This is an optimization exercise on Yosys and OpenROAD, whose aim is small area and a short achievable clock period, not a production implementation. Only simulation tests tie the RTL to the original design; equivalence was not proved. Power and IR drop assume default switching activity.

==> flow/design.v <==
package rob_pkg;
  typedef logic [32-1:0]    data_word_t;
  typedef logic [5-1:0] reg_addr_t;
  typedef logic [4-1:0] rob_slot_t;
  typedef logic [4:0]   rob_count_t;
  typedef struct packed {
    logic      valid;
    reg_addr_t dest;
  } dispatch_req_t;
  typedef struct packed {
    logic       valid;
    rob_slot_t  slot;
    data_word_t data;
  } fill_lane_t;
  typedef struct packed {
    logic       wen;
    reg_addr_t  waddr;
    data_word_t data;
  } commit_port_t;
  typedef enum logic [1:0] {
    WB_IDLE,
    WB_ACK,
    WB_HOLD
  } wb_state_t;
endpackage
`timescale 1ns/1ps
module rob_pointer_counter (
  input  logic                  clk,
  input  logic                  reset,
  input  logic                  dispatch_valid,
  input  logic                  head_done,
  input  logic                  next_done,
  input  rob_pkg::reg_addr_t    head_dest,
  input  rob_pkg::reg_addr_t    next_dest,
  input  rob_pkg::data_word_t   head_data,
  input  rob_pkg::data_word_t   next_data,
  output rob_pkg::rob_slot_t    head,
  output rob_pkg::rob_slot_t    tail,
  output logic                  alloc_ready,
  output rob_pkg::commit_port_t commit_0,
  output rob_pkg::commit_port_t commit_1
);
  rob_pkg::rob_count_t count;
  rob_pkg::rob_count_t retire_n;
  logic       alloc_fire;
  logic       head_ok;
  logic       pair_ok;
  assign alloc_ready = (count != rob_pkg::rob_count_t'(16));
  assign alloc_fire  = dispatch_valid && alloc_ready;
  assign head_ok = (count != '0) && head_done;
  assign pair_ok = head_ok && (count > rob_pkg::rob_count_t'(1)) && next_done;
  always_comb begin
    retire_n       = pair_ok ? rob_pkg::rob_count_t'(2) : (head_ok ? rob_pkg::rob_count_t'(1) : '0);
    commit_0.wen   = head_ok;
    commit_0.waddr = head_dest;
    commit_0.data  = head_data;
    commit_1.wen   = pair_ok;
    commit_1.waddr = next_dest;
    commit_1.data  = next_data;
  end
  always_ff @(posedge clk) begin
    if (reset) begin
      head  <= '0;
      tail  <= '0;
      count <= '0;
    end else begin
      if (alloc_fire) begin
        tail <= tail + rob_pkg::rob_slot_t'(1);
      end
      head  <= head + rob_pkg::rob_slot_t'(retire_n);
      count <= count + rob_pkg::rob_count_t'(alloc_fire) - retire_n;
    end
  end
endmodule
`timescale 1ns/1ps
module rob_storage (
  input  logic                clk,
  input  logic                reset,
  input  logic                alloc_en,
  input  rob_pkg::rob_slot_t  tail,
  input  rob_pkg::reg_addr_t  alloc_dest,
  input  rob_pkg::fill_lane_t fill_a,
  input  rob_pkg::fill_lane_t fill_b,
  input  rob_pkg::rob_slot_t  head,
  input  rob_pkg::rob_count_t retire_count,
  output logic                head_done,
  output logic                next_done,
  output rob_pkg::reg_addr_t  head_dest,
  output rob_pkg::reg_addr_t  next_dest,
  output rob_pkg::data_word_t head_data,
  output rob_pkg::data_word_t next_data
);
  rob_pkg::data_word_t             slot_data [16];
  rob_pkg::reg_addr_t              slot_dest [16];
  logic [16-1:0]  slot_done;
  rob_pkg::rob_slot_t              next;
  assign next      = head + rob_pkg::rob_slot_t'(1);
  assign head_done = slot_done[head];
  assign next_done = slot_done[next];
  assign head_dest = slot_dest[head];
  assign next_dest = slot_dest[next];
  assign head_data = slot_data[head];
  assign next_data = slot_data[next];
  always_ff @(posedge clk) begin
    if (reset) begin
      slot_done <= '0;
    end else begin
      if (retire_count != '0) begin
        slot_done[head] <= 1'b0;
      end
      if (retire_count == rob_pkg::rob_count_t'(2)) begin
        slot_done[next] <= 1'b0;
      end
      if (alloc_en) begin
        slot_done[tail] <= 1'b0;
      end
      if (fill_a.valid) begin
        slot_done[fill_a.slot] <= 1'b1;
      end
      if (fill_b.valid) begin
        slot_done[fill_b.slot] <= 1'b1;
      end
    end
  end
  always_ff @(posedge clk) begin
    if (alloc_en) begin
      slot_dest[tail] <= alloc_dest;
    end
    if (fill_a.valid) begin
      slot_data[fill_a.slot] <= fill_a.data;
    end
    if (fill_b.valid) begin
      slot_data[fill_b.slot] <= fill_b.data;
    end
  end
endmodule
`timescale 1ns/1ps
module arch_regfile (
  input  logic                  clk,
  input  logic                  reset,
  input  rob_pkg::commit_port_t commit_0,
  input  rob_pkg::commit_port_t commit_1,
  input  rob_pkg::reg_addr_t    raddr,
  output rob_pkg::data_word_t   rdata
);
  rob_pkg::data_word_t regs [32];
  assign rdata = regs[raddr];
  always_ff @(posedge clk) begin
    if (reset) begin
      for (int i = 0; i < 32; i++) begin
        regs[i] <= '0;
      end
    end else begin
      if (commit_0.wen && (commit_0.waddr != '0)) begin
        regs[commit_0.waddr] <= commit_0.data;
      end
      if (commit_1.wen && (commit_1.waddr != '0)) begin
        regs[commit_1.waddr] <= commit_1.data;
      end
    end
  end
endmodule
`timescale 1ns/1ps
module regfile_wb_fsm (
  input  logic                clk,
  input  logic                reset,
  input  logic                wb_cyc,
  input  logic                wb_stb,
  input  rob_pkg::reg_addr_t  wb_adr,
  input  rob_pkg::data_word_t rf_rdata,
  output rob_pkg::reg_addr_t  rf_raddr,
  output logic                wb_ack,
  output rob_pkg::data_word_t wb_dat
);
  rob_pkg::wb_state_t state;
  assign rf_raddr = wb_adr;
  assign wb_ack   = (state == rob_pkg::WB_ACK);
  always_ff @(posedge clk) begin
    if (reset) begin
      state <= rob_pkg::WB_IDLE;
    end else begin
      case (state)
        rob_pkg::WB_IDLE: if (wb_cyc && wb_stb) state <= rob_pkg::WB_ACK;
        rob_pkg::WB_ACK:  state <= rob_pkg::WB_HOLD;
        rob_pkg::WB_HOLD: if (!wb_stb) state <= rob_pkg::WB_IDLE;
        default: state <= rob_pkg::WB_IDLE;
      endcase
    end
  end
  always_ff @(posedge clk) begin
    if ((state == rob_pkg::WB_IDLE) && wb_cyc && wb_stb) begin
      wb_dat <= rf_rdata;
    end
  end
endmodule
`timescale 1ns/1ps
module rob_core (
  input  logic                   clk,
  input  logic                   reset,
  input  rob_pkg::dispatch_req_t dispatch,
  output logic                   alloc_ready,
  output rob_pkg::rob_slot_t     alloc_tag,
  input  rob_pkg::fill_lane_t    fill_a,
  input  rob_pkg::fill_lane_t    fill_b,
  input  logic                   wb_cyc,
  input  logic                   wb_stb,
  input  rob_pkg::reg_addr_t     wb_adr,
  output logic                   wb_ack,
  output rob_pkg::data_word_t    wb_dat
);
  rob_pkg::rob_slot_t    head;
  logic         head_done;
  logic         next_done;
  rob_pkg::reg_addr_t    head_dest;
  rob_pkg::reg_addr_t    next_dest;
  rob_pkg::data_word_t   head_data;
  rob_pkg::data_word_t   next_data;
  rob_pkg::commit_port_t commit_0;
  rob_pkg::commit_port_t commit_1;
  rob_pkg::rob_count_t   retire_count;
  logic         alloc_en;
  rob_pkg::reg_addr_t    rf_raddr;
  rob_pkg::data_word_t   rf_rdata;
  assign alloc_en     = dispatch.valid && alloc_ready;
  assign retire_count = rob_pkg::rob_count_t'(commit_0.wen) + rob_pkg::rob_count_t'(commit_1.wen);
  rob_pointer_counter u_counter (
    .clk            (clk),
    .reset          (reset),
    .dispatch_valid (dispatch.valid),
    .head_done      (head_done),
    .next_done      (next_done),
    .head_dest      (head_dest),
    .next_dest      (next_dest),
    .head_data      (head_data),
    .next_data      (next_data),
    .head           (head),
    .tail           (alloc_tag),
    .alloc_ready    (alloc_ready),
    .commit_0       (commit_0),
    .commit_1       (commit_1)
  );
  rob_storage u_storage (
    .clk          (clk),
    .reset        (reset),
    .alloc_en     (alloc_en),
    .tail         (alloc_tag),
    .alloc_dest   (dispatch.dest),
    .fill_a       (fill_a),
    .fill_b       (fill_b),
    .head         (head),
    .retire_count (retire_count),
    .head_done    (head_done),
    .next_done    (next_done),
    .head_dest    (head_dest),
    .next_dest    (next_dest),
    .head_data    (head_data),
    .next_data    (next_data)
  );
  arch_regfile u_regfile (
    .clk      (clk),
    .reset    (reset),
    .commit_0 (commit_0),
    .commit_1 (commit_1),
    .raddr    (rf_raddr),
    .rdata    (rf_rdata)
  );
  regfile_wb_fsm u_wb_fsm (
    .clk      (clk),
    .reset    (reset),
    .wb_cyc   (wb_cyc),
    .wb_stb   (wb_stb),
    .wb_adr   (wb_adr),
    .rf_rdata (rf_rdata),
    .rf_raddr (rf_raddr),
    .wb_ack   (wb_ack),
    .wb_dat   (wb_dat)
  );
endmodule
`timescale 1ns/1ps
module rob_top (
  input  logic        clk,
  input  logic        reset,
  input  logic        dispatch_valid,
  input  logic [4:0]  dispatch_dest,
  output logic        alloc_ready,
  output logic [3:0]  alloc_tag,
  input  logic        fill_a_valid,
  input  logic [3:0]  fill_a_slot,
  input  logic [31:0] fill_a_data,
  input  logic        fill_b_valid,
  input  logic [3:0]  fill_b_slot,
  input  logic [31:0] fill_b_data,
  input  logic        wb_cyc,
  input  logic        wb_stb,
  input  logic [4:0]  wb_adr,
  output logic        wb_ack,
  output logic [31:0] wb_dat
);
  rob_pkg::dispatch_req_t dispatch;
  rob_pkg::fill_lane_t    fill_a;
  rob_pkg::fill_lane_t    fill_b;
  assign dispatch.valid = dispatch_valid;
  assign dispatch.dest  = dispatch_dest;
  assign fill_a.valid   = fill_a_valid;
  assign fill_a.slot    = fill_a_slot;
  assign fill_a.data    = fill_a_data;
  assign fill_b.valid   = fill_b_valid;
  assign fill_b.slot    = fill_b_slot;
  assign fill_b.data    = fill_b_data;
  rob_core u_core (
    .clk         (clk),
    .reset       (reset),
    .dispatch    (dispatch),
    .alloc_ready (alloc_ready),
    .alloc_tag   (alloc_tag),
    .fill_a      (fill_a),
    .fill_b      (fill_b),
    .wb_cyc      (wb_cyc),
    .wb_stb      (wb_stb),
    .wb_adr      (wb_adr),
    .wb_ack      (wb_ack),
    .wb_dat      (wb_dat)
  );
endmodule
==> flow/run.sh <==
#!/bin/bash
# synth_recipe.tcl (not shown) runs the flow's synth.tcl, then flattens the netlist and writes it again
# the make line also repeats each setting of config.mk as NAME=value (left out here)
make -C /OpenROAD-flow-scripts/flow DESIGN_CONFIG=/design/flow/config.mk WORK_HOME=/design/flow/orfs CLKGATE_MAP_FILE= SYNTH_SCRIPT=/design/flow/synth_recipe.tcl finish
==> flow/config.mk <==
export PLATFORM = sky130hd
export DESIGN_NAME = rob_top
export DESIGN_NICKNAME = rob_top
export VERILOG_FILES = /design/flow/design.v
export SDC_FILE = /design/flow/constraint.sdc
export NUM_CORES = 4
export LEC_CHECK = 0
export CAP_MARGIN = 20
export CORE_MARGIN = 2
export CORE_UTILIZATION = 40
export PLACE_DENSITY = 0.6
export SLEW_MARGIN = 20
==> flow/constraint.sdc <==
create_clock -name core_clock -period 5.0 [get_ports {clk}]
set_input_delay 1.0000 -clock core_clock [delete_from_list [all_inputs] [get_ports {clk}]]
set_output_delay 1.0000 -clock core_clock [all_outputs]
set_load 0.01 [all_outputs]
==> summary.txt <==
* Status: timing/DRC/antenna clean
* DIE WIDTH at 487.9 um
* Vias per cell at 7.151
* R2R depth at 11
* Design area at 104,500 um2
* Final GP Congestion at 0.8710
* Register area share after synthesis at a little over half
* Die span in y at 487.9 um
* Top FF cell, synth: edfxtp_1
* Post-synth EDFFs at roughly 1,600
* CTS root buf: clkbuf_16
* Hold Startpoint: u_core.u_wb_fsm.state[1]
* Largest net degree at the start of global routing at about 130
* Startpoint Class: flip-flop
* Top post-synthesis cells by area: edfxtp_1, mux4_2, o31ai_1, mux2_2, nand3_1
* Drt first pass iters at 7
* CP max FO at 30
* Reg2Reg Setup Slack at between 0.3 and 0.4 ns
* Placed insts at 9,409
* Req. time, crit path at 5.51 ns
* Hold-critical path depth at 2
* Fmax at 0.2132 GHz
* Gr usage total at between 20% and 30%
* Syn Area/Cell at roughly 14 um2
* Pwr Total at approximately 35 mW
* Layout area overhead at 11.60%
* Inserted Clock Buffers at around 190
* Period utilization at around 94%
* Distinct cells, synth at 72
* Antenna-violating nets left at 0
* Die ar. at 238,100 um2
* CTS sink cnt at 1,679
* Worst Hold End: u_core.u_wb_fsm.state[1]
* Final min period at around 4.7 ns
* CP Cell Sequence: ha_1 -> xor2_2 -> buf_4 -> mux4_2 -> a22oi_1 -> nand3_1 -> nor4_4 -> and2_2 -> buf_4 -> a211o_2 -> buf_4
* Count of final setup violators at 0
* DRT iter0 DRCs at 12,190
* Gr ovfl total at 0
* Synth Instances at ~7,000
* Via count at around 70,000
* Port buffer count at between 100 and 150
* Fill cells at 20,430
* Crit path arrival time at between 5 and 6 ns
* Synth warnings at 4
* Max_slew headroom at a little under a quarter
* Resized Gates After CTS at 0
* Worst-skew pair later-pin latency at 0.91 ns
* Lkg Pwr at roughly 32 nW
* Vias in the first global route at 69,040
* Commonest non-fill, non-tap cell in the layout: edfxtp_1
* Nets at 6,596
* WHS at approximately 0.52 ns
* Post-CTS Setup Bufs at 0
* Io pins at around 130
* Finished Layout Cells at about 10,000
* Worst setup path class: flip-flop to flip-flop
* RR Endpoint: u_core.u_regfile.regs[12][16]
* VDD IR max at approximately 0.33 mV
* Row cnt at 177
* Post-Synthesis Cell Area at between 90,000 and 100,000 um2
* Max-cap violations at 0
* Most used cell, CP: buf_4
* RSZ-0062 raised after global routing: no
* Synth Register Bits at between 1,500 and 2,000
* Wire per inst at about 36 um
* Setup TNS at 0 ns
* Slew @ Worst Pin at ~1.2 ns
* Fin. Hold Viols at 0
* Proportion of layout cells with a drive suffix above 1 at around 28%
* Initial cell density of the core at between 40% and 50%
* Worst path max stage delay at around 0.79 ns
* Hold WC Path Type: flip-flop to flip-flop
* PwrDens at about 330 nW/um2
* Clock skew at roughly 0.061 ns
* Reg-to-Reg Start: u_core.u_counter.head[1]
* Routed wire length at between 300 and 400 mm
* Clock Tree Buf Depth at 3
* Initial antenna violation count at 21
* HPWL after detailed placement at around 200 mm
* First-pass GRT wire length at between 500 and 600 mm
* Largest area contributor in the netlist: edfxtp_1
* Number of buffers inserted by hold repair at cts at 0
* DRC viols at 0
* Top cell type's share of synthesized area at a little over half
* CP Capture Type: flip-flop
* Slowest library cell on the worst path: nor4_4
* Final Max Slew Viols at 0
* H-tree level count at 4
* Commonest cells after routing, fill and taps aside: edfxtp_1, nand3_1, o31ai_1, mux4_2, mux2_2
* Clk slew on worst S/H paths at around 0.060 ns
* Dpl cell area at ~98,000 um2
* Async SR Flop Fraction at 0%
* Core area at 232,800 um2
* CTS tree: yes
==> Yosys cell counts (all sizes together) (31+ instances only) <==
master  instances
edfxtp       1648
nand3        1023
o31ai         998
mux4          648
clkbuf        624
mux2          551
buf           332
nand4         260
nand2         128
and2           72
nor2           56
a31oi          41
o21ai          37
ha             35
a211o          32
a211oi         32
dfxtp          31
==> critical path, delay by kind of cell, from the launching register on <==
| kind | cells | cell delay, ns |
|---|---|---|
| mux | 1 | 0.38 |
| buf+inv | 3 | 0.98 |
| simple gates | 3 | 1.57 |
| flops | 1 | 0.49 |
| fa+ha+maj | 1 | 0.30 |
| compound gates | 2 | 0.42 |
| xor+xnor | 1 | 0.14 |
==> sequential cells by signal (all words and copies together) (netlist names) <==
register and count:
u_core.u_counter.count 5, u_core.u_counter.head 4, u_core.u_counter.tail 4, u_core.u_regfile.regs 1024
u_core.u_storage.slot_data 512, u_core.u_storage.slot_dest 80, u_core.u_storage.slot_done 16, u_core.u_wb_fsm.state 2
u_core.u_wb_fsm.wb_dat 32
==> worst max path at each step <==
stage | start | cells past startpoint | end
after floorplan | u_core.u_counter.head[1] | 15 | u_core.u_regfile.regs[2][0]
after global placement | u_core.u_counter.head[1] | 11 | u_core.u_regfile.regs[12][18]
after detailed placement | u_core.u_counter.head[1] | 11 | u_core.u_regfile.regs[12][18]
after CTS | u_core.u_counter.head[1] | 11 | u_core.u_regfile.regs[12][16]
after global routing | u_core.u_counter.head[1] | 11 | u_core.u_regfile.regs[12][15]
final | u_core.u_counter.head[1] | 11 | u_core.u_regfile.regs[12][16]
==> power by group <==
part	internal (mW)	switching, mW	leakage (nW)	total, mW
sequential	16.0	0.201	16.5	16.2
combinational	1.46	3.29	12.7	4.76
clock	7.52	6.15	2.86	13.7
total	25.0	9.64	32.1	34.6
==> final cells by class <==
class	instances	area, um2	area share, %
clock inverters	97	955.9	0.9145
inverters	26	97.59	0.09336
clock buffers	249	4976	4.760
diodes	12	30.03	0.02873
repair buffers	402	4385	4.195
multi-input cells	4172	40050	38.31
flip-flops and latches	1679	50120	47.95
well taps	3132	3919	3.749
==> stage by stage <==
stage,util (%),setup WS (ns)
6_report,44.91,0.3106
5_1_grt,44.90,0.2844
4_1_cts,44.87,0.4121
3_5_place_dp,42.32,0.3995
3_3_place_gp,42.28,0.5269
2_1_floorplan,-,0.3918
==> kinds of logic after synthesis <==
kind of cell	synth area share, %
flip-flops	53.50
AND/OR/NAND/NOR	9.166
AO/OA/AOI/OAI	9.770
multiplexers	22.47
buffers and inverters	4.424
adder cells (fa/ha/maj)	0.5103
XOR/XNOR	0.1576
other	0.004004
==> routing by layer <==
| metal | part of all wire, % | global-route usage, % |
|---|---|---|
| met5 | 0.029 | 0 |
| met2 | 46 | 44.64 |
| met4 | 5.2 | 14.27 |
| met3 | 13 | 7.560 |
| met1 | 36 | 38.19 |

## static timing again, ports no longer ideal
No port has a modelled driver above. Below, the same layout with a new extraction and two added sets of constraints.
Step 1, drivers: a clkbuf_16 drives clk and a buf_2 each remaining input, both assumed.
Step 2 adds t to the input delays and takes it off the output delays; t is the mean of the earliest and latest rising clock arrival at the registers after step 1. Input paths then give back, and output paths get back, about the clock's delay inside the block.
a / b / c = ideal / step 1 / step 2; a / b = the first two.
t, ns: 0.961
slack for setup (ns): 0.311 / 0.311 / 0.311
worst hold slack (ns): 0.521 / 0.490 / 0.521
worst setup path at the end: register to register
slew at the worst register clock pin (ns): 0.06 / 0.06
After both steps this run still meets setup and hold. The setup slack of this run moves by 0.000 ns with the drivers and by 0.000 ns with both steps.
